Source: an optimization exercise on an open RTL-to-GDS flow (aim: small area, a short achievable clock period and few clock cycles). Production flows keep margins and buffers that such runs may drop. At most, simulation tests tie the RTL to the original design; equivalence was not proved. The RTL of run 7 was laid out without a check of its function. Power and IR drop assume default switching activity.

**flow/config.mk**
```make
export PLATFORM = sky130hd
export DESIGN_NAME = windowed_peak_boundary_picker_core
export DESIGN_NICKNAME = windowed_peak_boundary_picker_core
export VERILOG_FILES = /design/flow/design.v
export SDC_FILE = /design/flow/constraint.sdc
export NUM_CORES = 4
export LEC_CHECK = 0
export CAP_MARGIN = 20
export CORE_MARGIN = 2
export CORE_UTILIZATION = 40
export SETUP_SLACK_MARGIN = 3.8
export SLEW_MARGIN = 20
```
**flow/constraint.sdc**
```tcl
create_clock -name core_clock -period 6.0 [get_ports {i_clk}]
set_input_delay 1.2000 -clock core_clock [delete_from_list [all_inputs] [get_ports {i_clk}]]
set_output_delay 1.2000 -clock core_clock [all_outputs]
set_load 0.01 [all_outputs]
```
**flow/design.v**
```verilog
package wpbp_pkg;
    localparam int MAX_RADIUS_DEF = 31;
    localparam int PROB_BITS_DEF  = 16;
    localparam int RADIUS_W   = 5;
    localparam int THRESH_RESET = 32768;
    localparam logic [RADIUS_W-1:0] RADIUS_RESET = 5'd2;
    localparam int CFG_IDX_W = 1;
    typedef enum logic [CFG_IDX_W-1:0] {
        CFG_THRESHOLD = 1'b0,
        CFG_RADIUS    = 1'b1
    } t_cfg_idx;
endpackage
module wpbp_cell #(
    parameter int PROB_BITS = wpbp_pkg::PROB_BITS_DEF
) (
    input  logic                 i_clk,
    input  logic [PROB_BITS-1:0] i_nb_key,
    input  logic [PROB_BITS-1:0] i_new_key,
    input  logic                 i_in_win,
    output logic [PROB_BITS-1:0] o_key,
    output logic                 o_lok
);
    localparam int LV = $clog2(PROB_BITS);
    localparam int NP = 1 << LV;
    logic [PROB_BITS-1:0] r_key;
    always_ff @(posedge i_clk) begin
        r_key <= i_nb_key;
    end
    logic [LV:0][NP-1:0] w_g;
    logic [LV:0][NP-1:0] w_p;
    for (genvar i = 0; i < NP; i++) begin : g_bit
        if (i < PROB_BITS) begin : g_in
            assign w_g[0][i] = i_new_key[i] && !r_key[i];
            assign w_p[0][i] = i_new_key[i] || !r_key[i];
        end else begin : g_pad
            assign w_g[0][i] = 1'b0;
            assign w_p[0][i] = 1'b1;
        end
    end
    for (genvar l = 0; l < LV; l++) begin : g_lvl
        for (genvar i = 0; i < (NP >> (l + 1)); i++) begin : g_node
            assign w_g[l+1][i] = w_g[l][2*i+1] || (w_p[l][2*i+1] && w_g[l][2*i]);
            assign w_p[l+1][i] = w_p[l][2*i+1] && w_p[l][2*i];
        end
        for (genvar i = (NP >> (l + 1)); i < NP; i++) begin : g_unused
            assign w_g[l+1][i] = 1'b0;
            assign w_p[l+1][i] = 1'b0;
        end
    end
    assign o_key = r_key;
    assign o_lok = !i_in_win || w_g[LV][0];
endmodule
module windowed_peak_boundary_picker_core #(
    parameter int MAX_RADIUS = wpbp_pkg::MAX_RADIUS_DEF,
    parameter int PROB_BITS  = wpbp_pkg::PROB_BITS_DEF,
    localparam int CFG_W     = (PROB_BITS > wpbp_pkg::RADIUS_W) ? PROB_BITS
                                                                 : wpbp_pkg::RADIUS_W
) (
    input  logic                            i_clk,
    input  logic                            i_rst_n,
    input  logic                            i_cfg_we,
    input  logic [wpbp_pkg::CFG_IDX_W-1:0]  i_cfg_idx,
    input  logic [CFG_W-1:0]                i_cfg_data,
    input  logic                            i_in_valid,
    output logic                            o_in_stall,
    input  logic [PROB_BITS-1:0]            i_prob,
    input  logic                            i_barrier,
    input  logic                            i_valid_req,
    input  logic                            i_seq_last,
    output logic                            o_out_valid,
    input  logic                            i_out_stall,
    output logic                            o_boundary,
    output logic                            o_seq_end,
    output logic                            o_run_end
);
    localparam int NS = MAX_RADIUS;           
    localparam int RW = wpbp_pkg::RADIUS_W;
    localparam int PW = PROB_BITS;
    localparam logic [RW-1:0] NONE = '1;      
    logic [PW-1:0] r_thresh;
    logic [RW-1:0] r_radius;
    logic [RW-1:0] w_radius_wr;
    assign w_radius_wr = (i_cfg_data[RW-1:0] > RW'(MAX_RADIUS)) ? RW'(MAX_RADIUS)
                                                                : i_cfg_data[RW-1:0];
    always_ff @(posedge i_clk) begin
        if (!i_rst_n) begin
            r_thresh <= PW'(wpbp_pkg::THRESH_RESET);
            r_radius <= wpbp_pkg::RADIUS_RESET;
        end else if (i_cfg_we) begin
            case (i_cfg_idx)
                wpbp_pkg::CFG_THRESHOLD: r_thresh <= i_cfg_data[PW-1:0];
                wpbp_pkg::CFG_RADIUS:    r_radius <= w_radius_wr;
                default:                 r_thresh <= r_thresh;
            endcase
        end
    end
    logic          r_hold;                    
    logic          r_stall;                   
    logic          w_en;
    logic          w_acc, w_top;
    logic [PW-1:0] w_key;
    logic [RW-1:0] r_lim;                     
    logic [RW-1:0] r_tidx;                    
    logic [RW-1:0] r_rot;                     
    logic          b_v, b_top, b_pass, b_last, b_rel, b_blk;
    logic [NS-1:0] b_lok;
    logic [RW-1:0] b_lim;
    logic          c_v, c_top;
    logic [RW-1:0] c_s;
    logic          q0_v, q1_v;
    logic [RW-1:0] q0_rem, q1_rem;
    logic          q0_hv, q1_hv;
    logic [RW-1:0] q0_hit, q1_hit;
    logic          q0_seq, q1_seq;
    logic          o_v, o_b, o_se, o_re;
    assign w_en = !r_hold;
    assign w_acc = i_in_valid && !r_stall;
    assign w_top = !i_valid_req || i_barrier;
    assign w_key = i_prob | {PW{w_top}};
    logic [NS:0][PW-1:0] w_k;
    logic [NS-1:0] w_lok;
    assign w_k[0]  = w_acc ? w_key : w_k[NS];
    for (genvar j = 0; j < NS; j++) begin : g_slot
        wpbp_cell #(
            .PROB_BITS (PW)
        ) u_slot (
            .i_clk     (i_clk),
            .i_nb_key  (w_k[j]),
            .i_new_key (i_prob),
            .i_in_win  (RW'(j) < r_lim),
            .o_key     (w_k[j+1]),
            .o_lok     (w_lok[j])
        );
    end
    always_ff @(posedge i_clk) begin
        if (!i_rst_n) begin
            r_lim  <= '0;
            r_tidx <= NONE;
        end else if (w_acc) begin
            if (i_seq_last) begin
                r_lim  <= '0;
                r_tidx <= NONE;
            end else begin
                r_lim  <= (r_lim >= r_radius) ? r_radius : r_lim + RW'(1);
                r_tidx <= w_top ? '0 : (r_tidx == NONE) ? NONE : r_tidx + RW'(1);
            end
        end
    end
    always_ff @(posedge i_clk) begin
        if (!i_rst_n) begin
            r_rot <= '0;
        end else if (w_acc || r_rot == RW'(NS - 1)) begin
            r_rot <= '0;
        end else begin
            r_rot <= r_rot + RW'(1);
        end
    end
    always_ff @(posedge i_clk) begin
        if (!i_rst_n) begin
            b_v <= 1'b0;
        end else if (w_en) begin
            b_v <= w_acc;
        end
    end
    always_ff @(posedge i_clk) begin
        if (w_en) begin
            b_top  <= w_top;
            b_pass <= i_valid_req && (i_barrier || (i_prob >= r_thresh));
            b_last <= i_seq_last;
            b_rel  <= (r_lim == r_radius);
            b_blk  <= (r_tidx < r_lim);
            b_lok  <= w_lok;
            b_lim  <= r_lim;
        end
    end
    logic          w_left_ok, w_newc, w_beaten, w_alive, w_r0, w_relc;
    logic          w_ev, w_push;
    logic [RW-1:0] w_ev_rem, w_ev_hit;
    logic          w_ev_hv, w_ev_seq;
    assign w_r0      = (r_radius == '0);
    assign w_left_ok = b_top ? !b_blk : &b_lok;
    assign w_newc    = b_pass && w_left_ok;
    assign w_beaten  = b_top ? !c_top : b_lok[c_s];
    assign w_alive   = c_v && !w_beaten;
    assign w_relc    = w_alive && (c_s == r_radius - RW'(1));
    assign w_ev      = b_v && (b_last || b_rel);
    assign w_push    = w_en && w_ev;
    always_comb begin
        if (b_last) begin
            w_ev_rem = b_lim;
            w_ev_hv  = w_newc || w_alive;
            w_ev_hit = w_newc ? '0 : c_s + RW'(1);
            w_ev_seq = 1'b1;
        end else begin
            w_ev_rem = '0;
            w_ev_hv  = w_r0 ? w_newc : w_relc;
            w_ev_hit = '0;
            w_ev_seq = 1'b0;
        end
    end
    always_ff @(posedge i_clk) begin
        if (!i_rst_n) begin
            c_v <= 1'b0;
        end else if (w_en && b_v) begin
            if (b_last) begin
                c_v <= 1'b0;
            end else if (w_newc && !w_r0) begin
                c_v <= 1'b1;
            end else if (!(w_alive && !w_relc)) begin
                c_v <= 1'b0;
            end
        end
    end
    always_ff @(posedge i_clk) begin
        if (w_en && b_v) begin
            if (w_newc) begin
                c_s   <= '0;
                c_top <= b_top;
            end else begin
                c_s   <= c_s + RW'(1);
            end
        end
    end
    logic w_out_free, w_emit, w_pop, w_to_q0;
    logic n_q0_v, n_q1_v;
    assign w_out_free = !o_v || !i_out_stall;
    assign w_emit     = q0_v && w_out_free;
    assign w_pop      = w_emit && (q0_rem == '0);
    assign w_to_q0    = !q0_v || (w_pop && !q1_v);
    always_comb begin
        n_q0_v = q0_v;
        n_q1_v = q1_v;
        if (w_pop) begin
            n_q0_v = q1_v;
            n_q1_v = 1'b0;
        end
        if (w_push) begin
            if (w_to_q0) n_q0_v = 1'b1;
            else         n_q1_v = 1'b1;
        end
    end
    always_ff @(posedge i_clk) begin
        if (!i_rst_n) begin
            q0_v <= 1'b0;
            q1_v <= 1'b0;
        end else begin
            q0_v <= n_q0_v;
            q1_v <= n_q1_v;
        end
    end
    always_ff @(posedge i_clk) begin
        if (w_push && w_to_q0) begin
            q0_rem <= w_ev_rem;
            q0_hv  <= w_ev_hv;
            q0_hit <= w_ev_hit;
            q0_seq <= w_ev_seq;
        end else if (w_pop) begin
            q0_rem <= q1_rem;
            q0_hv  <= q1_hv;
            q0_hit <= q1_hit;
            q0_seq <= q1_seq;
        end else if (w_emit) begin
            q0_rem <= q0_rem - RW'(1);
        end
        if (w_push && !w_to_q0) begin
            q1_rem <= w_ev_rem;
            q1_hv  <= w_ev_hv;
            q1_hit <= w_ev_hit;
            q1_seq <= w_ev_seq;
        end
    end
    logic n_b_v, n_b_ev, n_hold, n_aligned;
    assign n_b_v     = w_en ? w_acc : b_v;
    assign n_b_ev    = w_en ? (i_seq_last || (r_lim == r_radius)) : (b_last || b_rel);
    assign n_hold    = n_b_v && n_b_ev && n_q1_v;
    assign n_aligned = w_acc ? 1'b1 : (r_lim == '0) || (r_rot == RW'(NS - 1));
    always_ff @(posedge i_clk) begin
        if (!i_rst_n) begin
            r_hold  <= 1'b0;
            r_stall <= 1'b0;
        end else begin
            r_hold  <= n_hold;
            r_stall <= n_hold || !n_aligned;
        end
    end
    always_ff @(posedge i_clk) begin
        if (!i_rst_n) begin
            o_v <= 1'b0;
        end else if (w_out_free) begin
            o_v <= q0_v;
        end
    end
    always_ff @(posedge i_clk) begin
        if (w_emit) begin
            o_b  <= q0_hv && (q0_rem == q0_hit);
            o_re <= (q0_rem == '0);
            o_se <= q0_seq && (q0_rem == '0);
        end
    end
    assign o_in_stall  = r_stall;
    assign o_out_valid = o_v;
    assign o_boundary  = o_b;
    assign o_seq_end   = o_se;
    assign o_run_end   = o_re;
endmodule
```
**flow/run.sh**
```bash
#!/bin/bash
# synth_recipe.tcl (not shown) runs the flow's synth.tcl, then flattens the netlist and writes it again
# the make line also repeats each setting of config.mk as NAME=value (left out here)
make -C /OpenROAD-flow-scripts/flow DESIGN_CONFIG=/design/flow/config.mk WORK_HOME=/design/flow/orfs CLKGATE_MAP_FILE= SYNTH_SCRIPT=/design/flow/synth_recipe.tcl finish
```
==> flow_summary.json, run 1 <==
{
  "firstDrtPassIters": 7,
  "avgSynthCellArea_um2": 11.4,
  "cts_tree": "built",
  "synthArstFlopShare_pct": 0,
  "multiInputGateArea_mm2": 0.00942,
  "root_buffer": "clkbuf_16",
  "insertion_delay_ns": 0.63,
  "gp_congestion": 0.826,
  "fin_cells": 2899,
  "relSlewSlack_pct": 43.2,
  "synth_top_family_by_area": "compound AO/OA/AOI/OAI gates",
  "drt_wl_total_mm": 61.6,
  "synth_seq_cells": 613,
  "ir_drop_mv": 0.245,
  "synthCells": 1974,
  "cp-end-kind": "register",
  "synthesis.nets": 2049,
  "mostFrequentLayoutCell": "dfxtp_1",
  "grt_max_degree": 43,
  "seq_area_frac_synth_pct": 58.0,
  "crit_slowest_cell": "maj3_2",
  "grt-ovfl-total": 0,
  "io_buffers": 45,
  "final_layout_size_suffix_gt1_share_pct": 25.3,
  "synthDistinctLibCells": 69,
  "max_freq_mhz": 295,
  "p_leak_nw": 10.5,
  "holdCritPathClass": "register to register",
  "synth_compound_area_share_pct": 14.7,
  "synthAdderAreaFrac_pct": 13.3,
  "regArea_mm2": 0.0130,
  "start_util_pct": 40.6,
  "synth_simple_gate_area_share_pct": 8.32,
  "synthXorXnorAreaFrac_pct": 0.780,
  "initialDrtViolationCount": 1235,
  "dieArea_mm2": 0.0580,
  "finalCriticalPeriod_ns": 3.39,
  "critPathKind": "primary input to register",
  "core_area_mm2": 0.0553,
  "cp_max_fo": 8,
  "numCtsBuffers": 61,
  "area_delta_synth_final_pct": 23.2,
  "crit_chain": "buf_16 > inv_16 > maj3_2 > maj3_2 > maj3_2 > maj3_2 > maj3_2 > maj3_2 > maj3_2 > o2111a_1 > o21ai_1",
  "cpMostUsedCell": "maj3_2",
  "drt.antenna.violating_nets": 0,
  "clk_path_buf_depth": 3,
  "ys_warn_count": 2,
  "crit_arrival_ns": 3.86,
  "cts_max_level": 2,
  "setup_viol": 0,
  "grt_pass1_vias": 15900,
  "dp_hpwl_mm": 40.7,
  "slew_viol_final": 0,
  "drc": 0,
  "yosys-mux-area-fraction_pct": 1.29,
  "timing.final.crit_share_pct": 56.6,
  "antenna_cells": 0,
  "layout.nets": 2175,
  "die_w_um": 241,
  "rsz0062_at_grt": "true",
  "finalHoldViolCount": 0,
  "clk_pin_slew_ns": 0.06,
  "wire_per_inst_um": 21.2,
  "synth-edff-count": 74,
  "placed_cells": 2701,
  "cts_hold_buf": 0,
  "most-common-layout-cells": "535 x dfxtp_1, 167 x maj3_2, 111 x nand2_1",
  "worstPathRequired_ns": 6.46,
  "clkSinkCount": 613,
  "powerDensity_mw_per_mm2": 349,
  "status": "finished clean",
  "cap_violations": 0,
  "ioPinCount": 46,
  "tns_ns": 0,
  "start_kind": "primary input",
  "antenna_found_initial": 0,
  "vias_per_cell": 5.36,
  "via_count": 15600,
  "critical_path.max_stage_delay_ns": 0.32,
  "synth_area_mm2": 0.0224,
  "grt_pass1_wl_mm": 95.5,
  "synth_flop_cell": "dfxtp_1",
  "gr-usage-all-layers_pct": 21.4,
  "finClkSkew_ns": 0.0185,
  "tightest_slew_ns": 0.842,
  "rows": 86,
  "filler_cell_count": 4888,
  "die_h_um": 241
}
## area by class of cell
class / count / area share (%)
timing repair inverter: 8 / 0.271
timing repair buffer: 158 / 5.96
clock inverter: 18 / 0.448
tap: 748 / 3.38
inverter: 107 / 1.82
sequential: 613 / 47.1
multi-input combinational: 1151 / 34.1
clock buffer: 96 / 6.99
## state kept, by name (all words and copies together) (netlist names), 5 cells and up
register	cells
q0_hit	5
r_thresh	16
r_radius	5
c_s	5
q0_rem	5
q1_rem	5
r_lim	5
b_lok	31
r_tidx	5
g_slot.u_slot.r_key	496
b_lim	5
r_rot	5
q1_hit	5
## power by group
part | switching (W) | internal (W) | total (W)
Clock | 0.00160 | 0.00225 | 0.00384
Combinational | 0.000523 | 0.000531 | 0.00105
Sequential | 0.000260 | 0.00449 | 0.00475
Total | 0.00238 | 0.00727 | 0.00965
## critical path: cells and delay by family
kind / cells / cell delay, ns
buffers and inverters: 2 / 0.20
AO/OA/AOI/OAI: 2 / 0.36
adder cells (fa/ha/maj): 7 / 2.08
## cells in the mapped netlist (all sizes together) (9+ instances only)
cell type | number | share of area [%]
a211oi | 14 | 0.47
a21o | 9 | 0.30
a21oi | 89 | 2.0
a221o | 13 | 0.58
a221oi | 22 | 0.86
a222oi | 29 | 1.3
a22oi | 15 | 0.50
a31oi | 9 | 0.25
and2 | 9 | 0.25
buf | 17 | 0.37
clkbuf | 88 | 1.5
dfxtp | 539 | 48
edfxtp | 74 | 9.9
ha | 34 | 1.9
inv | 100 | 1.7
maj3 | 246 | 11
mux4 | 9 | 0.90
nand2 | 115 | 1.9
nand2b | 87 | 2.4
nand3 | 22 | 0.49
nand4 | 10 | 0.28
nor2 | 60 | 1.0
nor2b | 39 | 1.1
nor3 | 11 | 0.25
o2111ai | 19 | 0.74
o21ai | 64 | 1.4
o221ai | 15 | 0.59
o22a | 31 | 1.2
o22ai | 50 | 1.4
o31ai | 10 | 0.33
xor2 | 13 | 0.51
## routing by layer
layer	track usage, %	routed length (um)	vias up
met5	0	0	-
met2	37.2	30400	358
met1	27.4	26900	7638
li1	-	-	7445
met3	2.58	2500	109
met4	7.22	1760	0
## what timing repair did
item / in CTS / in global routing
buffers inserted: 44 / 25
endpoints found under the setup margin: 120 / 54
pin swaps: 124 / 78
gates resized for setup: 218 / 38
gates cloned: 14 / 1
## stage by stage
stage	setup slack [ns]	hold slack, ns	util, %	instance area (um^2)	total power (W)
2_1_floorplan	2.20	0.323	-	23000	0.00542
3_3_place_gp	1.04	0.326	43.5	24100	0.00571
3_5_place_dp	1.02	0.333	43.5	24100	0.00572
4_1_cts	2.63	0.344	49.4	27300	0.00967
5_1_grt	2.49	0.351	50.0	27700	0.0100
6_report	2.61	0.343	50.0	27700	0.00965
## kinds of logic after synthesis
family	after synthesis
adders and majority gates	280
AOI/OAI and AO/OA	459
xor gates and xnor gates	20
and+or+nand+nor	373
buffers and inverters	212
DFF	613
muxes	17
## path summary, 6_finish.rpt
kind | from | end | slack, ns | depth (start not counted)
setup / recovery | i_prob[1] | b_lok[8]$_DFFE_PN_ | 2.61 | 11
hold / removal | g_slot[15].u_slot.r_key[0]$_DFF_P_ | g_slot[16].u_slot.r_key[0]$_DFF_P_ | 0.34 | 0
setup reg to reg | g_slot[6].u_slot.r_key[0]$_DFF_P_ | b_lok[6]$_DFFE_PN_ | 2.93 | 10
hold reg to reg | g_slot[15].u_slot.r_key[0]$_DFF_P_ | g_slot[16].u_slot.r_key[0]$_DFF_P_ | 0.34 | 0
Testbench counts, summed over its fixed seeds: cycles 32,550.
==> run 2, diff against run 1 <==
--- a/flow/config.mk
+++ b/flow/config.mk
@@ -5,6 +5,7 @@
 export SDC_FILE = /design/flow/constraint.sdc
 export NUM_CORES = 4
 export LEC_CHECK = 0
+export ABC_CLOCK_PERIOD_IN_PS = 2000
 export CAP_MARGIN = 20
 export CORE_MARGIN = 2
 export CORE_UTILIZATION = 40
==> flow_summary.json, run 2 <==
{
  "start_util_pct": 40.6,
  "largest_reg_flops": 496,
  "finClkSkew_ns": 0.0185,
  "wl_met3_mm": 2.50,
  "cts_hold_buf": 0,
  "rsz0062_at_grt": "true",
  "firstDrtPassIters": 7,
  "avgSynthCellArea_um2": 11.4,
  "root_buffer": "clkbuf_16",
  "grt-ovfl-total": 0,
  "initialDrtViolationCount": 1235,
  "cap_violations": 0,
  "drt.antenna.violating_nets": 0,
  "cts_max_level": 2,
  "synth_flop_cell": "dfxtp_1",
  "cts_tree": "built",
  "ys_warn_count": 2,
  "ir_drop_mv": 0.245,
  "synthCells": 1974,
  "yosys.area.top_type": "dfxtp_1",
  "power_w": 0.00965,
  "gr-usage-all-layers_pct": 21.4,
  "clkSinkCount": 613,
  "yosysTopAreaCellShare_pct": 48.1,
  "insertion_delay_ns": 0.63,
  "ioPinCount": 46,
  "cp-end-kind": "register",
  "clk_pin_slew_ns": 0.06,
  "die_h_um": 241,
  "filler_cell_count": 4888,
  "top_layer_used": "met4",
  "dp_hpwl_mm": 40.7,
  "rr_worst_depth": 10,
  "synthArstFlopShare_pct": 0,
  "worstPathRequired_ns": 6.46,
  "via_count": 15600,
  "p_leak_nw": 10.5,
  "ys_top_cells_by_count": "539 x dfxtp_1, 161 x maj3_1, 115 x nand2_1",
  "drt_wl_total_mm": 61.6,
  "finalCriticalPeriod_ns": 3.39,
  "antenna_found_initial": 0,
  "clk_path_buf_depth": 3,
  "slew_viol_final": 0,
  "synth_seq_cells": 613,
  "start_kind": "primary input",
  "timing.final.crit_share_pct": 56.6,
  "vias_per_cell": 5.36,
  "grt_max_degree": 43,
  "max_freq_mhz": 295,
  "io_buffers": 45,
  "layout.nets": 2175,
  "synth_area_mm2": 0.0224,
  "drc": 0,
  "synthTopCellsByArea": "dfxtp_1 48%, edfxtp_1 9.9%, maj3_1 7.2%",
  "status": "finished clean",
  "die_w_um": 241,
  "cp_max_fo": 8,
  "setup_viol": 0,
  "hold-path-cell-count": 0,
  "powerDensity_mw_per_mm2": 349,
  "synth_most_common_cell": "dfxtp_1",
  "final_layout_size_suffix_gt1_share_pct": 25.3,
  "synthesis.nets": 2049,
  "synthDistinctLibCells": 69,
  "antenna_cells": 0,
  "seq_area_frac_synth_pct": 58.0,
  "m1WireLength_mm": 26.9,
  "mostFrequentLayoutCell": "dfxtp_1",
  "grt_pass1_wl_mm": 95.5,
  "most-common-layout-cells": "535 x dfxtp_1, 167 x maj3_2, 111 x nand2_1",
  "tns_ns": 0,
  "numCtsBuffers": 61,
  "finalHoldViolCount": 0,
  "wire_per_inst_um": 21.2,
  "top_regs": "g_slot.u_slot.r_key (496), b_lok (31), r_thresh (16)",
  "area_delta_synth_final_pct": 23.2,
  "holdCritPathClass": "register to register",
  "largest-register": "g_slot.u_slot.r_key",
  "relSlewSlack_pct": 43.2,
  "critPathKind": "primary input to register",
  "grt_pass1_vias": 15900,
  "rows": 86,
  "gp_congestion": 0.826,
  "tightest_slew_ns": 0.842,
  "crit_arrival_ns": 3.86,
  "route.met2.wl_mm": 30.4,
  "dieArea_mm2": 0.0580,
  "core_area_mm2": 0.0553,
  "synth-edff-count": 74
}
==> run 2: cell counts after synthesis <==
No cell type changed its count.
==> run 2: repair_timing <==
item,4_1_cts,5_1_grt
setup endpoints to repair,120,54
resized for setup,218,38
setup buffers,44,25
cloned,14,1
pin swaps,124,78
==> run 2: metal layers <==
layer | vias up | track usage, %
met3 | 109 | 2.58
li1 | 7445 | -
met4 | 0 | 7.22
met5 | - | 0
met1 | 7638 | 27.4
met2 | 358 | 37.2
==> run 2: worst max-delay path, cell delays in order <==
cell and delay (ns):
buf_16 0.14, inv_16 0.06, maj3_2 0.30, maj3_2 0.30, maj3_2 0.29, maj3_2 0.29, maj3_2 0.29, maj3_2 0.29
maj3_2 0.32, o2111a_1 0.24, o21ai_1 0.12
==> run 2: where the power goes <==
group,internal [W],switching [W],total (W)
registers,0.00449,0.000260,0.00475
clock network,0.00225,0.00160,0.00384
logic,0.000531,0.000523,0.00105
total,0.00727,0.00238,0.00965
==> run 2: kinds of logic (layout without fill, tap and decap cells) <==
family | count (synthesis) | after routing | synth area share [%]
and+or+nand+nor | 373 | 375 | 8.32
adders and majority gates | 280 | 280 | 13.3
buffers and inverters | 212 | 387 | 3.63
muxes | 17 | 17 | 1.29
xor gates and xnor gates | 20 | 20 | 0.780
DFF | 613 | 613 | 58.0
AOI/OAI and AO/OA | 459 | 459 | 14.7
==> run 2: through the flow <==
stage,hold slack [ns],utilization [%],area [um^2],worst slack (ns),instances
2_1_floorplan,0.323,-,23000,2.20,1974
3_3_place_gp,0.326,43.5,24100,1.04,2701
3_5_place_dp,0.333,43.5,24100,1.02,2701
4_1_cts,0.344,49.4,27300,2.63,2873
5_1_grt,0.351,50.0,27700,2.49,2899
6_report,0.343,50.0,27700,2.61,2899
==> run 2: cell type report <==
cell class	count	area, um^2	area share (%)
Clock inverter	18	124	0.448
Clock buffer	96	1930	6.99
Sequential cell	613	13000	47.1
Multi-Input combinational cell	1151	9420	34.1
Timing Repair inverter	8	75.1	0.271
Tap cell	748	936	3.38
Inverter	107	503	1.82
Timing Repair Buffer	158	1650	5.96
==> run 2: path summary, 6_finish.rpt <==
path | start | slack (ns) | to
max | i_prob[1] | 2.61 | b_lok[8]$_DFFE_PN_
max reg2reg | g_slot[6].u_slot.r_key[0]$_DFF_P_ | 2.93 | b_lok[6]$_DFFE_PN_
min reg2reg | g_slot[15].u_slot.r_key[0]$_DFF_P_ | 0.34 | g_slot[16].u_slot.r_key[0]$_DFF_P_
min | g_slot[15].u_slot.r_key[0]$_DFF_P_ | 0.34 | g_slot[16].u_slot.r_key[0]$_DFF_P_
==> run 3, diff against run 2 <==
--- a/flow/config.mk
+++ b/flow/config.mk
@@ -5,9 +5,9 @@
 export SDC_FILE = /design/flow/constraint.sdc
 export NUM_CORES = 4
 export LEC_CHECK = 0
-export ABC_CLOCK_PERIOD_IN_PS = 2000
+export ABC_CLOCK_PERIOD_IN_PS = 2400
 export CAP_MARGIN = 20
 export CORE_MARGIN = 2
 export CORE_UTILIZATION = 40
-export SETUP_SLACK_MARGIN = 3.8
+export SETUP_SLACK_MARGIN = 3.6
 export SLEW_MARGIN = 20
==> flow_summary.json, run 3 <==
{
  "rsz0062_at_grt": "true",
  "dieArea_mm2": 0.0580,
  "tightest_slew_ns": 0.851,
  "start_util_pct": 40.6,
  "grt-ovfl-total": 0,
  "antenna_cells": 0,
  "crit_arrival_ns": 4.03,
  "p_leak_nw": 10.5,
  "placed_cells": 2699,
  "die_w_um": 241,
  "cp_max_fo": 7,
  "initialDrtViolationCount": 1194,
  "clk_path_buf_depth": 3,
  "dp_hpwl_mm": 39.7,
  "rr_worst_depth": 10,
  "grt_pass1_wl_mm": 93.6,
  "antenna_found_initial": 0,
  "ioPinCount": 46,
  "synthesis.nets": 2049,
  "status": "finished clean",
  "die_h_um": 241,
  "start_kind": "primary input",
  "synth_seq_cells": 613,
  "top_regs": "g_slot.u_slot.r_key (496), b_lok (31), r_thresh (16)",
  "cts_max_level": 2,
  "io_buffers": 45,
  "synthDistinctLibCells": 69,
  "tns_ns": 0,
  "drc": 0,
  "timing.final.crit_share_pct": 59.2,
  "yosysTopAreaCellShare_pct": 48.1,
  "insertion_delay_ns": 0.67,
  "most-common-layout-cells": "537 x dfxtp_1, 166 x maj3_2, 111 x nand2_1",
  "relSlewSlack_pct": 42.9,
  "powerDensity_mw_per_mm2": 351,
  "synthTopCellsByArea": "dfxtp_1 48%, edfxtp_1 9.9%, maj3_1 7.2%",
  "synth_flop_cell": "dfxtp_1",
  "root_buffer": "clkbuf_16",
  "clk_pin_slew_ns": 0.06,
  "finalCriticalPeriod_ns": 3.55,
  "mostFrequentLayoutCell": "dfxtp_1",
  "core_area_mm2": 0.0553,
  "avgSynthCellArea_um2": 11.4,
  "fin_cells": 2892,
  "max_freq_mhz": 281,
  "firstDrtPassIters": 5,
  "ys_top_cells_by_count": "539 x dfxtp_1, 161 x maj3_1, 115 x nand2_1",
  "postLayoutCoreUtil_pct": 49.9,
  "via_count": 15500,
  "yosys.area.top_type": "dfxtp_1",
  "ys_warn_count": 2,
  "cap_violations": 0,
  "grt_pass1_vias": 15900,
  "ir_drop_mv": 0.284,
  "clkSinkCount": 613,
  "holdCritPathClass": "register to register",
  "setup_viol": 0,
  "cts_hold_buf": 0,
  "wire_per_inst_um": 20.6,
  "synth-edff-count": 74,
  "whs_ns": 0.330,
  "seq_area_frac_synth_pct": 58.0,
  "critPathKind": "primary input to register",
  "worstPathRequired_ns": 6.47,
  "layout.nets": 2168,
  "filler_cell_count": 4931,
  "cts_tree": "built",
  "numCtsBuffers": 61,
  "hold-path-cell-count": 0,
  "gr-usage-all-layers_pct": 20.7,
  "finalHoldViolCount": 0,
  "largest_reg_flops": 496,
  "largest-register": "g_slot.u_slot.r_key",
  "gp_congestion": 0.839,
  "cp-end-kind": "register",
  "synthArstFlopShare_pct": 0,
  "drt.antenna.violating_nets": 0,
  "slew_viol_final": 0,
  "finClkSkew_ns": 0.0527,
  "drt_wl_total_mm": 59.6,
  "synth_area_mm2": 0.0224,
  "vias_per_cell": 5.37,
  "synth_most_common_cell": "dfxtp_1",
  "area_delta_synth_final_pct": 22.9,
  "synthCells": 1974,
  "power_w": 0.00969,
  "rows": 86,
  "grt_max_degree": 43,
  "final_layout_size_suffix_gt1_share_pct": 24.4
}
## run 3: cell counts after synthesis
No cell type changed its count.
## run 3: cell families after synthesis
family | share of synthesized area [%]
flip-flops | 58.0
buffers and inverters | 3.63
XOR/XNOR | 0.780
multiplexers | 1.29
AO/OA/AOI/OAI | 14.7
adder cells (fa/ha/maj) | 13.3
AND/OR/NAND/NOR | 8.32
## run 3: timing repair
action | in CTS | in global routing
setup buffers | 60 | 9
pin swaps | 108 | 77
gates resized for setup | 195 | 31
setup endpoints to repair | 79 | 40
cloned | 9 | 1
## run 3: area by class of cell
type,count,area (um^2),share of cell area (%)
clock buffers,96,1850,6.70
clock inverters,18,233,0.844
inverters,107,509,1.85
multi-input cells,1149,9370,34.0
flip-flops and latches,613,13000,47.2
well taps,748,936,3.39
repair buffers,154,1620,5.87
repair inverters,7,56.3,0.204
## run 3: stage by stage
stage / worst slack [ns] / instance area [um^2]
finish: 2.45 / 27600
floorplan: 2.20 / 22900
detailed placement: 0.956 / 24000
global route: 2.38 / 27600
CTS: 2.48 / 27400
global placement: 1.02 / 24000
## run 3: per-layer routing
| metal | GRT usage (%) | wire length [um] | share of wire, % |
|---|---|---|---|
| met3 | 2.61 | 2550 | 4.3 |
| met5 | 0 | 0 | 0 |
| met2 | 34.6 | 28200 | 47 |
| met1 | 26.5 | 26100 | 44 |
| met4 | 10.0 | 2720 | 4.6 |
## run 3: power by group
part           switching [W]  leakage [nW]  internal (W)
Sequential          0.000259          5.18       0.00449
Combinational       0.000518          4.25      0.000526
Clock                0.00164          1.03       0.00225
Total                0.00242          10.5       0.00727
## run 3: final timing paths
check                                                         start  slack, ns                             endpoint
worst min register to register  g_slot[22].u_slot.r_key[11]$_DFF_P_       0.33  g_slot[23].u_slot.r_key[11]$_DFF_P_
worst min-delay path            g_slot[22].u_slot.r_key[11]$_DFF_P_       0.33  g_slot[23].u_slot.r_key[11]$_DFF_P_
worst max-delay path                                      i_prob[0]       2.45                   b_lok[8]$_DFFE_PN_
worst max register to register    g_slot[6].u_slot.r_key[0]$_DFF_P_       2.81                   b_lok[6]$_DFFE_PN_
## run 3: worst max-delay path, cell delays in order
cell,delay (ns)
buf_16,0.12
buf_4,0.12
nand2b_1,0.06
maj3_2,0.31
maj3_2,0.30
maj3_2,0.30
maj3_2,0.30
maj3_2,0.30
maj3_2,0.30
maj3_2,0.33
o2111a_1,0.25
o21ai_1,0.13
==> run 4, diff against run 3 <==
--- a/flow/config.mk
+++ b/flow/config.mk
@@ -5,7 +5,7 @@
 export SDC_FILE = /design/flow/constraint.sdc
 export NUM_CORES = 4
 export LEC_CHECK = 0
-export ABC_CLOCK_PERIOD_IN_PS = 2400
+export ABC_AREA = 1
 export CAP_MARGIN = 20
 export CORE_MARGIN = 2
 export CORE_UTILIZATION = 40
==> flow_summary.json, run 4 <==
{
  "status": "finished clean",
  "power_w": 0.0105,
  "synthesis.nets": 2783,
  "cap_violations": 0,
  "drc": 0,
  "wire_per_inst_um": 18.3,
  "top_regs": "g_slot.u_slot.r_key (496), b_lok (31), r_thresh (16)",
  "root_buffer": "clkbuf_16",
  "tightest_slew_ns": 0.891,
  "ir_drop_mv": 0.240,
  "synth_most_common_cell": "nand2_1",
  "filler_cell_count": 5365,
  "r2r_slack_ns": 3.69,
  "firstDrtPassIters": 5,
  "synthCells": 2708,
  "finalCriticalPeriod_ns": 2.33,
  "design_area_mm2": 0.0273,
  "area_delta_synth_final_pct": 17.1,
  "via_count": 19200,
  "finalHoldViolCount": 0,
  "timing.rr.start": "r_lim[0]$_SDFFE_PN0P_",
  "io_buffers": 45,
  "numCtsBuffers": 60,
  "cp-end-kind": "output pin",
  "die_h_um": 245,
  "grt_max_degree": 65,
  "antenna_found_initial": 0,
  "gr-usage-all-layers_pct": 21.4,
  "holdCritPathClass": "register to register",
  "tns_ns": 0,
  "critPathKind": "register to output pin",
  "rsz0062_at_grt": "true",
  "crit_buf_inv": 1,
  "dpl_cell_area_mm2": 0.0243,
  "seq_area_frac_synth_pct": 55.9,
  "relSlewSlack_pct": 40.3,
  "crit_chain": "buf_2",
  "cp_max_fo": 1,
  "cts_tree": "built",
  "cp_top_family": "flip-flops",
  "worstSetupStartpoint": "o_se$_DFFE_PP_",
  "start_kind": "register",
  "cts_hold_buf": 0,
  "critical_path.max_stage_delay_ns": 0.36,
  "dp_hpwl_mm": 39.3,
  "grt_pass1_vias": 18500,
  "synthDistinctLibCells": 48,
  "ioPinCount": 46,
  "timing.final.crit_share_pct": 38.9,
  "final_layout_size_suffix_gt1_share_pct": 9.76,
  "largest_reg_flops": 496,
  "most-common-layout-cells": "561 x nand2_1, 537 x dfxtp_1, 259 x inv_1",
  "crit_slowest_cell": "edfxtp_1",
  "worstPathRequired_ns": 4.80,
  "clk_pin_slew_ns": 0.07,
  "core_area_mm2": 0.0576,
  "crit_arrival_ns": 1.13,
  "clkSinkCount": 613,
  "yosys.area.top_type": "dfxtp_1",
  "setup_viol": 0,
  "grt_pass1_wl_mm": 102,
  "synth-edff-count": 74,
  "rows": 88,
  "largest-register": "g_slot.u_slot.r_key",
  "powerDensity_mw_per_mm2": 385,
  "synthArstFlopShare_pct": 0,
  "ys_warn_count": 2,
  "dieArea_mm2": 0.0601,
  "antenna_cells": 0,
  "finClkSkew_ns": 0.0140,
  "drt_wl_total_mm": 65.1,
  "initialDrtViolationCount": 1361,
  "max_freq_mhz": 428,
  "grt-ovfl-total": 0,
  "start_util_pct": 40.4,
  "insertion_delay_ns": 0.64,
  "vias_per_cell": 5.38,
  "synth_area_mm2": 0.0233,
  "layout.nets": 2821,
  "gp_congestion": 0.862,
  "clk_path_buf_depth": 3,
  "ys_top_cells_by_count": "565 x nand2_1, 539 x dfxtp_1, 264 x inv_1",
  "cts_max_level": 2,
  "p_leak_nw": 12.0,
  "synthTopCellsByArea": "dfxtp_1 46%, edfxtp_1 9.5%, nand2_1 9.1%",
  "mostFrequentLayoutCell": "nand2_1",
  "drt.antenna.violating_nets": 0,
  "yosysTopAreaCellShare_pct": 46.4,
  "whs_ns": 0.343,
  "die_w_um": 245,
  "synth_flop_cell": "dfxtp_1",
  "hp-start": "g_slot[21].u_slot.r_key[14]$_DFF_P_",
  "synth_seq_cells": 613,
  "slew_viol_final": 0,
  "avgSynthCellArea_um2": 8.59
}
## run 4: final timing paths
| check | to | depth (start not counted) |
|---|---|---|
| worst max register to register | r_lim[3]$_SDFFE_PN0P_ | 8 |
| worst min-delay path | g_slot[22].u_slot.r_key[14]$_DFF_P_ | 0 |
| worst min register to register | g_slot[22].u_slot.r_key[14]$_DFF_P_ | 0 |
| worst max-delay path | o_seq_end | 1 |
## run 4: cells by family (layout without fill, tap and decap cells)
| group | Yosys count | after routing | share of synthesized area (%) |
|---|---|---|---|
| compound gates | 674 | 674 | 17.1 |
| buf+inv | 401 | 490 | 6.94 |
| flops | 613 | 613 | 55.9 |
| simple gates | 973 | 973 | 17.7 |
| xor+xnor | 13 | 13 | 0.489 |
| fa+ha+maj | 34 | 34 | 1.83 |
## run 4: area by class of cell
| type | count | area [um^2] | area share (%) |
|---|---|---|---|
| clock inverter | 29 | 367 | 1.35 |
| timing repair buffer | 83 | 972 | 3.57 |
| inverter | 283 | 1240 | 4.54 |
| multi-input combinational | 1694 | 8840 | 32.4 |
| sequential | 613 | 13000 | 47.8 |
| clock buffer | 84 | 1780 | 6.51 |
| tap | 765 | 957 | 3.51 |
| timing repair inverter | 11 | 87.6 | 0.321 |
## run 4: layer usage
layer	track usage (%)	vias to the layer above	wire, um
li1	-	9316	-
met1	28.0	9204	28800
met2	36.0	537	30600
met3	3.11	118	3720
met4	7.82	0	1980
met5	0	-	0
## run 4: timing repair
item                                    4_1_cts  5_1_grt
cloned                                       17        2
setup buffers                                 9        4
endpoints found under the setup margin       95       61
pin swaps                                     3        7
resized for setup                           138       51
## run 4: stage by stage
step	worst slack, ns	instances	utilization (%)
final	3.67	3562	47.3
after global routing	3.55	3562	47.3
after CTS	3.54	3555	47.1
after detailed placement	2.06	3416	42.1
after global placement	2.10	3416	42.1
after floorplan	3.53	2708	-
## run 4: power by group
group,switching [W],internal [W]
sequential,0.000410,0.00470
combinational,0.000835,0.000518
clock,0.00166,0.00238
==> run 5, diff against run 4 <==
--- a/flow/config.mk
+++ b/flow/config.mk
@@ -9,5 +9,5 @@
 export CAP_MARGIN = 20
 export CORE_MARGIN = 2
 export CORE_UTILIZATION = 40
-export SETUP_SLACK_MARGIN = 3.6
+export SETUP_SLACK_MARGIN = 3.8
 export SLEW_MARGIN = 20
==> flow_summary.json, run 5 <==
{
  "synth_flop_cell": "dfxtp_1",
  "vias_per_cell": 5.40,
  "crit_buf_inv": 1,
  "avgSynthCellArea_um2": 8.59,
  "core_area_mm2": 0.0576,
  "numCtsBuffers": 60,
  "wire_per_inst_um": 18.6,
  "finalCriticalPeriod_ns": 2.34,
  "cts_max_level": 2,
  "yosysTopAreaCellShare_pct": 46.4,
  "ioPinCount": 46,
  "grt_pass1_wl_mm": 103,
  "die_w_um": 245,
  "antenna_found_initial": 2,
  "firstDrtPassIters": 6,
  "powerDensity_mw_per_mm2": 372,
  "worstPathRequired_ns": 4.80,
  "synthArstFlopShare_pct": 0,
  "synth_top_family_by_area": "simple AND/OR/NAND/NOR gates",
  "synthDistinctLibCells": 48,
  "largest_reg_flops": 496,
  "insertion_delay_ns": 0.64,
  "synth_compound_area_share_pct": 17.1,
  "synthXorXnorAreaFrac_pct": 0.489,
  "postLayoutCoreUtil_pct": 47.8,
  "synth_seq_cells": 613,
  "dp_hpwl_mm": 39.4,
  "synthCells": 2708,
  "gr-usage-all-layers_pct": 21.8,
  "cp_top_family": "flip-flops",
  "area_delta_synth_final_pct": 18.4,
  "crit_arrival_ns": 1.14,
  "clk_path_buf_depth": 3,
  "yosys.area.top_type": "dfxtp_1",
  "critical_path.max_stage_delay_ns": 0.37,
  "p_leak_nw": 12.0,
  "grt-ovfl-total": 0,
  "synth_simple_gate_area_share_pct": 17.7,
  "setup_viol": 0,
  "ys_warn_count": 2,
  "gp_congestion": 0.862,
  "synth-edff-count": 74,
  "largest-register": "g_slot.u_slot.r_key",
  "synth_most_common_cell": "nand2_1",
  "slew_viol_final": 0,
  "timing.final.crit_share_pct": 39.1,
  "cap_violations": 0,
  "start_util_pct": 40.4,
  "crit_chain": "buf_2",
  "synthesis.nets": 2783,
  "finalHoldViolCount": 0,
  "grt_max_degree": 59,
  "cts_hold_buf": 0,
  "mostFrequentLayoutCell": "nand2_1",
  "yosys-mux-area-fraction_pct": 0,
  "rows": 88,
  "drt_wl_total_mm": 67.1,
  "rsz0062_at_grt": "true",
  "ir_drop_mv": 0.274,
  "most-common-layout-cells": "553 x nand2_1, 533 x dfxtp_1, 256 x inv_1",
  "drt.antenna.violating_nets": 0,
  "drc": 0,
  "cts_tree": "built",
  "cp-end-kind": "output pin",
  "tightest_slew_ns": 0.795,
  "max_freq_mhz": 427,
  "top_regs": "g_slot.u_slot.r_key (496), b_lok (31), r_thresh (16)",
  "die_h_um": 245,
  "ys_top_cells_by_count": "565 x nand2_1, 539 x dfxtp_1, 264 x inv_1",
  "status": "finished clean",
  "seq_area_frac_synth_pct": 55.9,
  "crit_slowest_cell": "edfxtp_1",
  "io_buffers": 45,
  "synthTopCellsByArea": "dfxtp_1 46%, edfxtp_1 9.5%, nand2_1 9.1%",
  "tns_ns": 0,
  "synthAdderAreaFrac_pct": 1.83,
  "clk_pin_slew_ns": 0.06,
  "holdCritPathClass": "register to register",
  "grt_pass1_vias": 18600,
  "relSlewSlack_pct": 46.8,
  "clkSinkCount": 613,
  "critPathKind": "register to output pin",
  "initialDrtViolationCount": 1536,
  "root_buffer": "clkbuf_16",
  "synth_area_mm2": 0.0233,
  "via_count": 19400,
  "layout.nets": 2856,
  "finClkSkew_ns": 0.0283,
  "start_kind": "register",
  "final_layout_size_suffix_gt1_share_pct": 11.5,
  "dieArea_mm2": 0.0601,
  "cp_max_fo": 1
}
-- run 5: routing by layer --
layer | vias up | wire, um | GRT usage (%)
met5 | - | 0 | 0
met4 | 0 | 2310 | 8.55
met3 | 135 | 4550 | 3.32
met2 | 658 | 29600 | 34.3
met1 | 9246 | 30700 | 30.1
li1 | 9373 | - | -
-- run 5: final timing paths --
| kind | startpoint | endpoint | slack (ns) | depth (start not counted) |
|---|---|---|---|---|
| worst max-delay path | o_b$_DFFE_PP_ | o_boundary | 3.66 | 1 |
| worst min-delay path | g_slot[23].u_slot.r_key[14]$_DFF_P_ | g_slot[24].u_slot.r_key[14]$_DFF_P_ | 0.33 | 0 |
| worst max register to register | c_s[2]$_DFFE_PP_ | q0_hv$_DFFE_PP_ | 3.89 | 11 |
| worst min register to register | g_slot[23].u_slot.r_key[14]$_DFF_P_ | g_slot[24].u_slot.r_key[14]$_DFF_P_ | 0.33 | 0 |
-- run 5: kinds of logic (layout without fill, tap and decap cells) --
logic type                 count (synthesis)  count (layout)
other                                      0               2
buffers and inverters                    401             524
AOI/OAI and AO/OA                        674             674
xor gates and xnor gates                  13              13
adders and majority gates                 34              34
DFF                                      613             613
and+or+nand+nor                          973             973
-- run 5: stage by stage --
step                      cell area, um^2  power [W]  cells  hold WS (ns)  setup slack (ns)
final                               27500     0.0103   3598         0.330              3.66
after global routing                27500     0.0107   3597         0.329              3.62
after CTS                           27200     0.0102   3581         0.314              3.63
after detailed placement            24400    0.00639   3416         0.337              2.02
after global placement              24400    0.00637   3415         0.335              2.04
after floorplan                     23700    0.00597   2708         0.331              3.64
-- run 5: what timing repair did --
item	CTS	global route
cloned	25	3
resized for setup	203	63
setup buffers	28	12
pin swaps	7	12
endpoints found under the setup margin	99	68
-- run 5: area by class of cell --
class / count / area [um^2]
clock inverters: 26 / 264
fillers: 5329 / 30000
flip-flops and latches: 613 / 13000
clock buffers: 86 / 1720
well taps: 765 / 957
multi-input cells: 1694 / 8940
repair inverters: 23 / 200
diodes: 2 / 5.00
repair buffers: 106 / 1150
inverters: 283 / 1280
-- run 5: power by group --
group / internal (W) / switching (W) / leakage [nW]
clock: 0.00213 / 0.00162 / 0.972
sequential: 0.00470 / 0.000407 / 5.20
combinational: 0.000541 / 0.000857 / 5.87
total: 0.00737 / 0.00288 / 12.0
==> run 6, diff against run 5 <==
--- a/flow/config.mk
+++ b/flow/config.mk
@@ -9,5 +9,7 @@
 export CAP_MARGIN = 20
 export CORE_MARGIN = 2
 export CORE_UTILIZATION = 40
+export CTS_CLUSTER_DIAMETER = 120
+export CTS_CLUSTER_SIZE = 24
 export SETUP_SLACK_MARGIN = 3.8
 export SLEW_MARGIN = 20
==> flow_summary.json, run 6 <==
{
  "status": "finished clean",
  "crit_buf_inv": 1,
  "yosysTopAreaCellShare_pct": 46.4,
  "critPathKind": "register to output pin",
  "rows": 88,
  "cp_top_family": "flip-flops",
  "avgSynthCellArea_um2": 8.59,
  "cp-end-kind": "output pin",
  "finClkSkew_ns": 0.0259,
  "layout.nets": 2827,
  "dp_hpwl_mm": 39.4,
  "top_regs": "g_slot.u_slot.r_key (496), b_lok (31), r_thresh (16)",
  "seq_area_frac_synth_pct": 55.9,
  "drt.antenna.violating_nets": 0,
  "vias_per_cell": 5.43,
  "cap_violations": 0,
  "ioPinCount": 46,
  "synth_most_common_cell": "nand2_1",
  "tns_ns": 0,
  "start_kind": "register",
  "area_delta_synth_final_pct": 13.6,
  "synth_area_mm2": 0.0233,
  "design_area_mm2": 0.0264,
  "yosys.area.top_type": "dfxtp_1",
  "dieArea_mm2": 0.0601,
  "grt-ovfl-total": 0,
  "cp_max_fo": 1,
  "synthCells": 2708,
  "gr-usage-all-layers_pct": 21.2,
  "firstDrtPassIters": 7,
  "most-common-layout-cells": "553 x nand2_1, 532 x dfxtp_1, 256 x inv_1",
  "core_area_mm2": 0.0576,
  "antenna_found_initial": 2,
  "clkSinkCount": 613,
  "synthTopCellsByArea": "dfxtp_1 46%, edfxtp_1 9.5%, nand2_1 9.1%",
  "root_buffer": "clkbuf_16",
  "drc": 0,
  "ir_drop_mv": 0.181,
  "clk_path_buf_depth": 3,
  "mostFrequentLayoutCell": "nand2_1",
  "relSlewSlack_pct": 40.1,
  "synth-edff-count": 74,
  "max_freq_mhz": 429,
  "powerDensity_mw_per_mm2": 330,
  "drt_wl_total_mm": 65.6,
  "grt_pass1_vias": 18100,
  "timing.final.crit_share_pct": 38.9,
  "via_count": 19200,
  "tightest_slew_ns": 0.892,
  "die_h_um": 245,
  "numCtsBuffers": 29,
  "synth_flop_cell": "dfxtp_1",
  "start_util_pct": 40.4,
  "largest-register": "g_slot.u_slot.r_key",
  "critical_path.max_stage_delay_ns": 0.38,
  "holdCritPathClass": "register to register",
  "crit_chain": "buf_2",
  "worstPathRequired_ns": 4.80,
  "grt_max_degree": 64,
  "initialDrtViolationCount": 1579,
  "slew_viol_final": 0,
  "wire_per_inst_um": 18.6,
  "cts_max_level": 1,
  "crit_arrival_ns": 1.13,
  "largest_reg_flops": 496,
  "synthArstFlopShare_pct": 0,
  "synthesis.nets": 2783,
  "synth_seq_cells": 613,
  "grt_pass1_wl_mm": 100,
  "ys_warn_count": 2,
  "gp_congestion": 0.862,
  "finalCriticalPeriod_ns": 2.33,
  "postLayoutCoreUtil_pct": 45.9,
  "final_layout_size_suffix_gt1_share_pct": 9.91,
  "p_leak_nw": 11.5,
  "clk_pin_slew_ns": 0.10,
  "finalHoldViolCount": 0,
  "crit_slowest_cell": "edfxtp_1",
  "dpl_cell_area_mm2": 0.0244,
  "fin_cells": 3532,
  "rsz0062_at_grt": "true",
  "die_w_um": 245,
  "cts_tree": "built",
  "synthDistinctLibCells": 48,
  "placed_cells": 3416,
  "setup_viol": 0,
  "io_buffers": 45,
  "ys_top_cells_by_count": "565 x nand2_1, 539 x dfxtp_1, 264 x inv_1",
  "insertion_delay_ns": 0.63
}
==> run 6: cell counts after synthesis <==
No cell type changed its count.
==> run 6: layout make-up <==
cell class | count | area, um^2
Antenna cell | 1 | 2.50
Clock buffer | 43 | 778
Clock inverter | 2 | 36.3
Fill cell | 5427 | 31100
Inverter | 283 | 1280
Multi-Input combinational cell | 1694 | 8980
Sequential cell | 613 | 13000
Tap cell | 765 | 957
Timing Repair Buffer | 110 | 1200
Timing Repair inverter | 21 | 185
==> run 6: through the flow <==
step / total power, W / setup WS (ns) / hold slack (ns)
finish: 0.00872 / 3.67 / 0.345
floorplan: 0.00597 / 3.64 / 0.331
global route: 0.00913 / 3.63 / 0.346
detailed placement: 0.00639 / 2.02 / 0.337
CTS: 0.00869 / 3.63 / 0.341
global placement: 0.00637 / 2.04 / 0.335
==> run 6: cell families (layout without fill, tap and decap cells) <==
group / count (synthesis) / count (layout) / share of synthesized area [%]
and+or+nand+nor: 973 / 973 / 17.7
AOI/OAI and AO/OA: 674 / 674 / 17.1
DFF: 613 / 613 / 55.9
buffers and inverters: 401 / 459 / 6.94
adders and majority gates: 34 / 34 / 1.83
xor gates and xnor gates: 13 / 13 / 0.489
other: 0 / 1 / 0
==> run 6: worst paths after layout <==
check                                                         start                             endpoint  slack, ns  depth (start not counted)
worst max-delay path                                  o_b$_DFFE_PP_                           o_boundary       3.67                          1
worst min-delay path            g_slot[16].u_slot.r_key[10]$_DFF_P_  g_slot[17].u_slot.r_key[10]$_DFF_P_       0.34                          0
worst max register to register                  b_lok[29]$_DFFE_PN_                  q0_hit[3]$_DFFE_PP_       3.90                          9
worst min register to register  g_slot[16].u_slot.r_key[10]$_DFF_P_  g_slot[17].u_slot.r_key[10]$_DFF_P_       0.34                          0
==> run 6: power by group <==
group          internal, W  switching, W  leakage (nW)
Clock             0.000911       0.00130         0.391
Combinational     0.000547      0.000861          5.89
Sequential         0.00469      0.000407          5.20
==> run 6: per-layer routing <==
metal | routed length, um | vias to the layer above | track usage [%]
li1 | - | 9294 | -
met1 | 30500 | 9169 | 29.5
met2 | 29100 | 576 | 33.9
met3 | 3740 | 124 | 2.41
met4 | 2310 | 0 | 7.46
met5 | 0 | - | 0
==> run 6: what timing repair did <==
action | in CTS | in global routing
pin swaps | 10 | 15
resized for setup | 203 | 84
hold buffers | 0 | 0
cloned | 23 | 3
buffers inserted | 27 | 17
endpoints found under the setup margin | 99 | 73
==> run 7, diff against run 6 <==
--- a/flow/design.v
+++ b/flow/design.v
@@ -11,14 +11,14 @@
     } t_cfg_idx;
 endpackage
 module wpbp_cell #(
-    parameter int PROB_BITS = wpbp_pkg::PROB_BITS_DEF
+    parameter int PROB_BITS = wpbp_pkg::PROB_BITS_DEF,
+    parameter bit CMP       = 1'b1
 ) (
     input  logic                 i_clk,
     input  logic [PROB_BITS-1:0] i_nb_key,
     input  logic [PROB_BITS-1:0] i_new_key,
-    input  logic                 i_in_win,
     output logic [PROB_BITS-1:0] o_key,
-    output logic                 o_lok
+    output logic                 o_gt
 );
     localparam int LV = $clog2(PROB_BITS);
     localparam int NP = 1 << LV;
@@ -26,6 +26,7 @@
     always_ff @(posedge i_clk) begin
         r_key <= i_nb_key;
     end
+    assign o_key = r_key;
     logic [LV:0][NP-1:0] w_g;
     logic [LV:0][NP-1:0] w_p;
     for (genvar i = 0; i < NP; i++) begin : g_bit
@@ -47,8 +48,7 @@
             assign w_p[l+1][i] = 1'b0;
         end
     end
-    assign o_key = r_key;
-    assign o_lok = !i_in_win || w_g[LV][0];
+    assign o_gt = CMP && w_g[LV][0];
 endmodule
 module windowed_peak_boundary_picker_core #(
     parameter int MAX_RADIUS = wpbp_pkg::MAX_RADIUS_DEF,
@@ -74,6 +74,8 @@
     output logic                            o_run_end
 );
     localparam int NS = MAX_RADIUS;           
+    localparam int NC = (MAX_RADIUS < 16) ? MAX_RADIUS : 16;  
+    localparam int NG = (NS + NC - 1) / NC;   
     localparam int RW = wpbp_pkg::RADIUS_W;
     localparam int PW = PROB_BITS;
     localparam logic [RW-1:0] NONE = '1;      
@@ -102,8 +104,11 @@
     logic [RW-1:0] r_lim;                     
     logic [RW-1:0] r_tidx;                    
     logic [RW-1:0] r_rot;                     
+    logic          r_pass;                    
+    logic          r_abad, r_acb;             
     logic          b_v, b_top, b_pass, b_last, b_rel, b_blk;
-    logic [NS-1:0] b_lok;
+    logic [NC-1:0] b_lok;
+    logic          b_abad, b_acb;
     logic [RW-1:0] b_lim;
     logic          c_v, c_top;
     logic [RW-1:0] c_s;
@@ -118,20 +123,58 @@
     assign w_top = !i_valid_req || i_barrier;
     assign w_key = i_prob | {PW{w_top}};
     logic [NS:0][PW-1:0] w_k;
-    logic [NS-1:0] w_lok;
+    logic [NS-1:0] w_gt;
+    logic [NC-1:0] w_lok;
     assign w_k[0]  = w_acc ? w_key : w_k[NS];
     for (genvar j = 0; j < NS; j++) begin : g_slot
         wpbp_cell #(
-            .PROB_BITS (PW)
+            .PROB_BITS (PW),
+            .CMP       (j < NC)
         ) u_slot (
             .i_clk     (i_clk),
             .i_nb_key  (w_k[j]),
             .i_new_key (i_prob),
-            .i_in_win  (RW'(j) < r_lim),
             .o_key     (w_k[j+1]),
-            .o_lok     (w_lok[j])
+            .o_gt      (w_gt[j])
         );
     end
+    for (genvar j = 0; j < NC; j++) begin : g_lok
+        assign w_lok[j] = (RW'(j) >= r_lim) || w_gt[j];
+    end
+    logic w_need, w_pstart, w_gather, w_grp_bad, w_grp_cb;
+    always_comb begin
+        w_grp_bad = 1'b0;
+        w_grp_cb  = 1'b0;
+        for (int g = 1; g < NG; g++) begin
+            if (r_rot == RW'(NS - g * NC)) begin
+                for (int j = 0; j < NC; j++) begin
+                    if (g * NC + j < NS) begin
+                        if ((RW'(g * NC + j) < r_lim) && !w_gt[j]) w_grp_bad = 1'b1;
+                        if ((c_s == RW'(g * NC + j)) && w_gt[j])   w_grp_cb  = 1'b1;
+                    end
+                end
+            end
+        end
+    end
+    assign w_need   = (r_lim > RW'(NC));
+    assign w_pstart = !r_pass && i_in_valid && w_need && !b_v && (r_rot == RW'(1));
+    assign w_gather = r_pass || w_pstart;
+    always_ff @(posedge i_clk) begin
+        if (!i_rst_n || w_acc || !i_in_valid) begin
+            r_pass <= 1'b0;
+        end else if (w_pstart) begin
+            r_pass <= 1'b1;
+        end
+    end
+    always_ff @(posedge i_clk) begin
+        if (w_pstart) begin
+            r_abad <= w_grp_bad;
+            r_acb  <= w_grp_cb;
+        end else if (w_gather) begin
+            r_abad <= r_abad || w_grp_bad;
+            r_acb  <= r_acb  || w_grp_cb;
+        end
+    end
     always_ff @(posedge i_clk) begin
         if (!i_rst_n) begin
             r_lim  <= '0;
@@ -170,6 +213,8 @@
             b_rel  <= (r_lim == r_radius);
             b_blk  <= (r_tidx < r_lim);
             b_lok  <= w_lok;
+            b_abad <= r_pass && r_abad;
+            b_acb  <= r_pass && r_acb;
             b_lim  <= r_lim;
         end
     end
@@ -178,9 +223,9 @@
     logic [RW-1:0] w_ev_rem, w_ev_hit;
     logic          w_ev_hv, w_ev_seq;
     assign w_r0      = (r_radius == '0);
-    assign w_left_ok = b_top ? !b_blk : &b_lok;
+    assign w_left_ok = b_top ? !b_blk : (&b_lok && !b_abad);
     assign w_newc    = b_pass && w_left_ok;
-    assign w_beaten  = b_top ? !c_top : b_lok[c_s];
+    assign w_beaten  = b_top ? !c_top : (c_s < RW'(NC)) ? b_lok[c_s] : b_acb;
     assign w_alive   = c_v && !w_beaten;
     assign w_relc    = w_alive && (c_s == r_radius - RW'(1));
     assign w_ev      = b_v && (b_last || b_rel);
@@ -269,18 +314,24 @@
             q1_seq <= w_ev_seq;
         end
     end
-    logic n_b_v, n_b_ev, n_hold, n_aligned;
+    logic n_b_v, n_b_ev, n_hold, n_aligned, n_need, n_pass;
+    logic [RW-1:0] n_lim;
     assign n_b_v     = w_en ? w_acc : b_v;
     assign n_b_ev    = w_en ? (i_seq_last || (r_lim == r_radius)) : (b_last || b_rel);
     assign n_hold    = n_b_v && n_b_ev && n_q1_v;
     assign n_aligned = w_acc ? 1'b1 : (r_lim == '0) || (r_rot == RW'(NS - 1));
+    assign n_lim     = !w_acc ? r_lim :
+                       i_seq_last ? '0 :
+                       (r_lim >= r_radius) ? r_radius : r_lim + RW'(1);
+    assign n_need    = (n_lim > RW'(NC));
+    assign n_pass    = !w_acc && i_in_valid && (r_pass || w_pstart);
     always_ff @(posedge i_clk) begin
         if (!i_rst_n) begin
             r_hold  <= 1'b0;
             r_stall <= 1'b0;
         end else begin
             r_hold  <= n_hold;
-            r_stall <= n_hold || !n_aligned;
+            r_stall <= n_hold || !n_aligned || (n_need && !n_pass);
         end
     end
     always_ff @(posedge i_clk) begin
==> flow_summary.json, run 7 <==
{
  "synthesis.nets": 2346,
  "p_leak_nw": 10.7,
  "seq_area_frac_synth_pct": 61.7,
  "synthArstFlopShare_pct": 0,
  "finClkSkew_ns": 0.0242,
  "clk_path_buf_depth": 3,
  "powerDensity_mw_per_mm2": 355,
  "core_area_mm2": 0.0511,
  "ys_top_cells_by_count": "582 x nand2_1, 540 x dfxtp_1, 209 x inv_1",
  "dieArea_mm2": 0.0533,
  "grt_max_degree": 30,
  "design_area_mm2": 0.0241,
  "antenna_found_initial": 1,
  "via_count": 15100,
  "grt_pass1_vias": 14100,
  "wire_per_inst_um": 16.9,
  "max_freq_mhz": 413,
  "cts_hold_buf": 0,
  "initialDrtViolationCount": 1117,
  "numCtsBuffers": 29,
  "start_kind": "primary input",
  "crit_chain": "buf_6 > buf_12 > inv_12 > buf_8 > a21oi_2 > a22o_1 > nor2_2 > nand2_1 > nand3_1 > nand2_1 > nor2_1 > nand2_1 > nand2_1 > nand2_1",
  "area_delta_synth_final_pct": 17.0,
  "synth_flop_cell": "dfxtp_1",
  "finalHoldViolCount": 0,
  "vias_per_cell": 4.95,
  "drt_wl_total_mm": 51.5,
  "holdCritPathClass": "register to register",
  "crit_arrival_ns": 2.79,
  "antenna_cells": 0,
  "yosys.area.top_type": "dfxtp_1",
  "largest_reg_flops": 496,
  "relSlewSlack_pct": 40.0,
  "cts_max_level": 1,
  "worstPathRequired_ns": 6.37,
  "grt-ovfl-total": 0,
  "cts_tree": "built",
  "synthTopCellsByArea": "dfxtp_1 53%, nand2_1 11%, edfxtp_1 9.2%",
  "power_w": 0.00855,
  "ioPinCount": 46,
  "status": "finished clean",
  "drt.antenna.violating_nets": 0,
  "synth-edff-count": 63,
  "crit_slowest_cell": "nor2_2",
  "synth_seq_cells": 603,
  "dp_hpwl_mm": 34.5,
  "tns_ns": 0,
  "synth_most_common_cell": "nand2_1",
  "tightest_slew_ns": 0.898,
  "rsz0062_at_grt": "true",
  "clk_pin_slew_ns": 0.10,
  "ir_drop_mv": 0.243,
  "cap_violations": 0,
  "layout.nets": 2441,
  "clkSinkCount": 603,
  "gp_congestion": 1.00,
  "cp_max_fo": 7,
  "critical_path.max_stage_delay_ns": 0.28,
  "synth_area_mm2": 0.0206,
  "root_buffer": "clkbuf_16",
  "timing.final.crit_share_pct": 40.3,
  "finalCriticalPeriod_ns": 2.42,
  "dpl_cell_area_mm2": 0.0216,
  "synthCells": 2266,
  "die_h_um": 231,
  "start_util_pct": 40.3,
  "io_buffers": 45,
  "most-common-layout-cells": "529 x nand2_1, 529 x dfxtp_1, 194 x inv_1",
  "avgSynthCellArea_um2": 9.08,
  "setup_viol": 0,
  "final_layout_size_suffix_gt1_share_pct": 15.4,
  "ys_warn_count": 3,
  "yosysTopAreaCellShare_pct": 52.5,
  "die_w_um": 231,
  "synthDistinctLibCells": 50,
  "largest-register": "g_slot.u_slot.r_key",
  "critPathKind": "primary input to register",
  "cpMostUsedCell": "nand2_1",
  "cp-end-kind": "register",
  "rows": 83,
  "insertion_delay_ns": 0.60,
  "grt_pass1_wl_mm": 77.6,
  "slew_viol_final": 0,
  "gr-usage-all-layers_pct": 18.6,
  "top_regs": "g_slot.u_slot.r_key (496), b_lok (16), r_thresh (16)",
  "firstDrtPassIters": 8,
  "drc": 0
}
run 7: cell count changes after synthesis, sizes merged, moves of 45 or more:
cell    change
o211ai     -45
a21oi      -66
inv        -49
o22ai      -70
o21ai      -90
nand3      -98
nor2       +79
run 7: area by class of cell:
class / instances / area (um^2)
clock buffers: 34 / 744
clock inverters: 2 / 38.8
fillers: 4838 / 27000
inverters: 234 / 1040
multi-input cells: 1367 / 7390
flip-flops and latches: 603 / 12700
well taps: 680 / 851
repair buffers: 114 / 1190
repair inverters: 12 / 91.3
run 7: metal layers:
| metal | wire (um) | GRT usage (%) | part of all wire [%] |
|---|---|---|---|
| met1 | 24400 | 26.3 | 47 |
| met2 | 22400 | 28.8 | 43 |
| met3 | 3080 | 3.10 | 6.0 |
| met4 | 1700 | 6.53 | 3.3 |
| met5 | 0 | 0 | 0 |
run 7: cells by family after synthesis:
kind of cell,count (synthesis),synth area share [%]
AO/OA/AOI/OAI,348,9.56
XOR/XNOR,17,0.723
adder cells (fa/ha/maj),39,2.37
buffers and inverters,299,6.44
flip-flops,603,61.7
AND/OR/NAND/NOR,960,19.2
run 7: final timing paths:
kind / slack (ns) / start / endpoint / cells past startpoint
max: 3.58 / i_prob[13] / r_acb$_DFFE_PP_ / 14
min reg2reg: 0.33 / g_slot[29].u_slot.r_key[3]$_DFF_P_ / g_slot[30].u_slot.r_key[3]$_DFF_P_ / 0
min: 0.33 / g_slot[29].u_slot.r_key[3]$_DFF_P_ / g_slot[30].u_slot.r_key[3]$_DFF_P_ / 0
max reg2reg: 3.86 / b_v$_SDFF_PN0_ / r_stall$_SDFF_PN0_ / 10
run 7: critical path: cells and delay by family:
kind | cells | cell delay (ns)
buffers and inverters | 4 | 0.45
AND/OR/NAND/NOR | 8 | 0.86
AO/OA/AOI/OAI | 2 | 0.26
run 7: timing repair:
item	CTS	global route
setup endpoints to repair	109	60
gates cloned	12	4
gates resized for setup	294	132
buffers inserted	33	31
pin swaps	38	66
run 7: metrics by stage:
| stage | std cells | hold slack [ns] | setup slack [ns] | utilization (%) |
|---|---|---|---|---|
| after global routing | 3046 | 0.335 | 3.57 | 47.1 |
| after detailed placement | 2930 | 0.312 | 1.84 | 42.4 |
| after CTS | 3011 | 0.326 | 3.60 | 45.5 |
| final | 3046 | 0.328 | 3.58 | 47.1 |
| after global placement | 2930 | 0.310 | 1.91 | 42.4 |
| after floorplan | 2266 | 0.310 | 3.39 | - |
run 7: report_power, final:
| group | internal [W] | switching, W | leakage (nW) |
|---|---|---|---|
| registers | 0.00468 | 0.000331 | 5.15 |
| logic | 0.000536 | 0.000906 | 5.15 |
| clock network | 0.000887 | 0.00122 | 0.379 |
| total | 0.00610 | 0.00245 | 10.7 |

[afterwards: timing with drivers on the ports]
The flow's constraints put no driver on any port. The routed layouts listed below were extracted and timed again, unchanged, in two steps. Step 1 (the two cells are an assumption about what drives the block):
set clk [get_ports {i_clk}]
set_driving_cell -lib_cell sky130_fd_sc_hd__clkbuf_16 $clk
set_driving_cell -lib_cell sky130_fd_sc_hd__buf_2 [delete_from_list [all_inputs] $clk]
Step 2 times the ports against the registers' clock, not the clock port: input delays grow and output delays shrink by t, the midpoint of the rising clock arrivals with the driver on. Slacks: no drivers / after step 1 / after step 2; pairs: no drivers / after step 1.
run	t (ns)	setup slack, ns	latest minus earliest clock arrival (ns)	pins driven straight from the clock port
run 1	0.675	2.607 / 2.327 / 1.652	0.025 / 0.025	1
run 2	0.675	2.607 / 2.327 / 1.652	0.025 / 0.025	1
run 3	0.700	2.447 / 2.420 / 1.720	0.053 / 0.054	1
run 4	0.689	3.666 / 3.608 / 3.025	0.016 / 0.016	1
run 5	0.690	3.657 / 3.597 / 3.154	0.031 / 0.031	1
run 6	0.679	3.667 / 3.609 / 3.155	0.028 / 0.028	1
run 7	0.651	3.581 / 3.598 / 2.954	0.028 / 0.029	1
After both steps setup and hold are still met in every run listed.
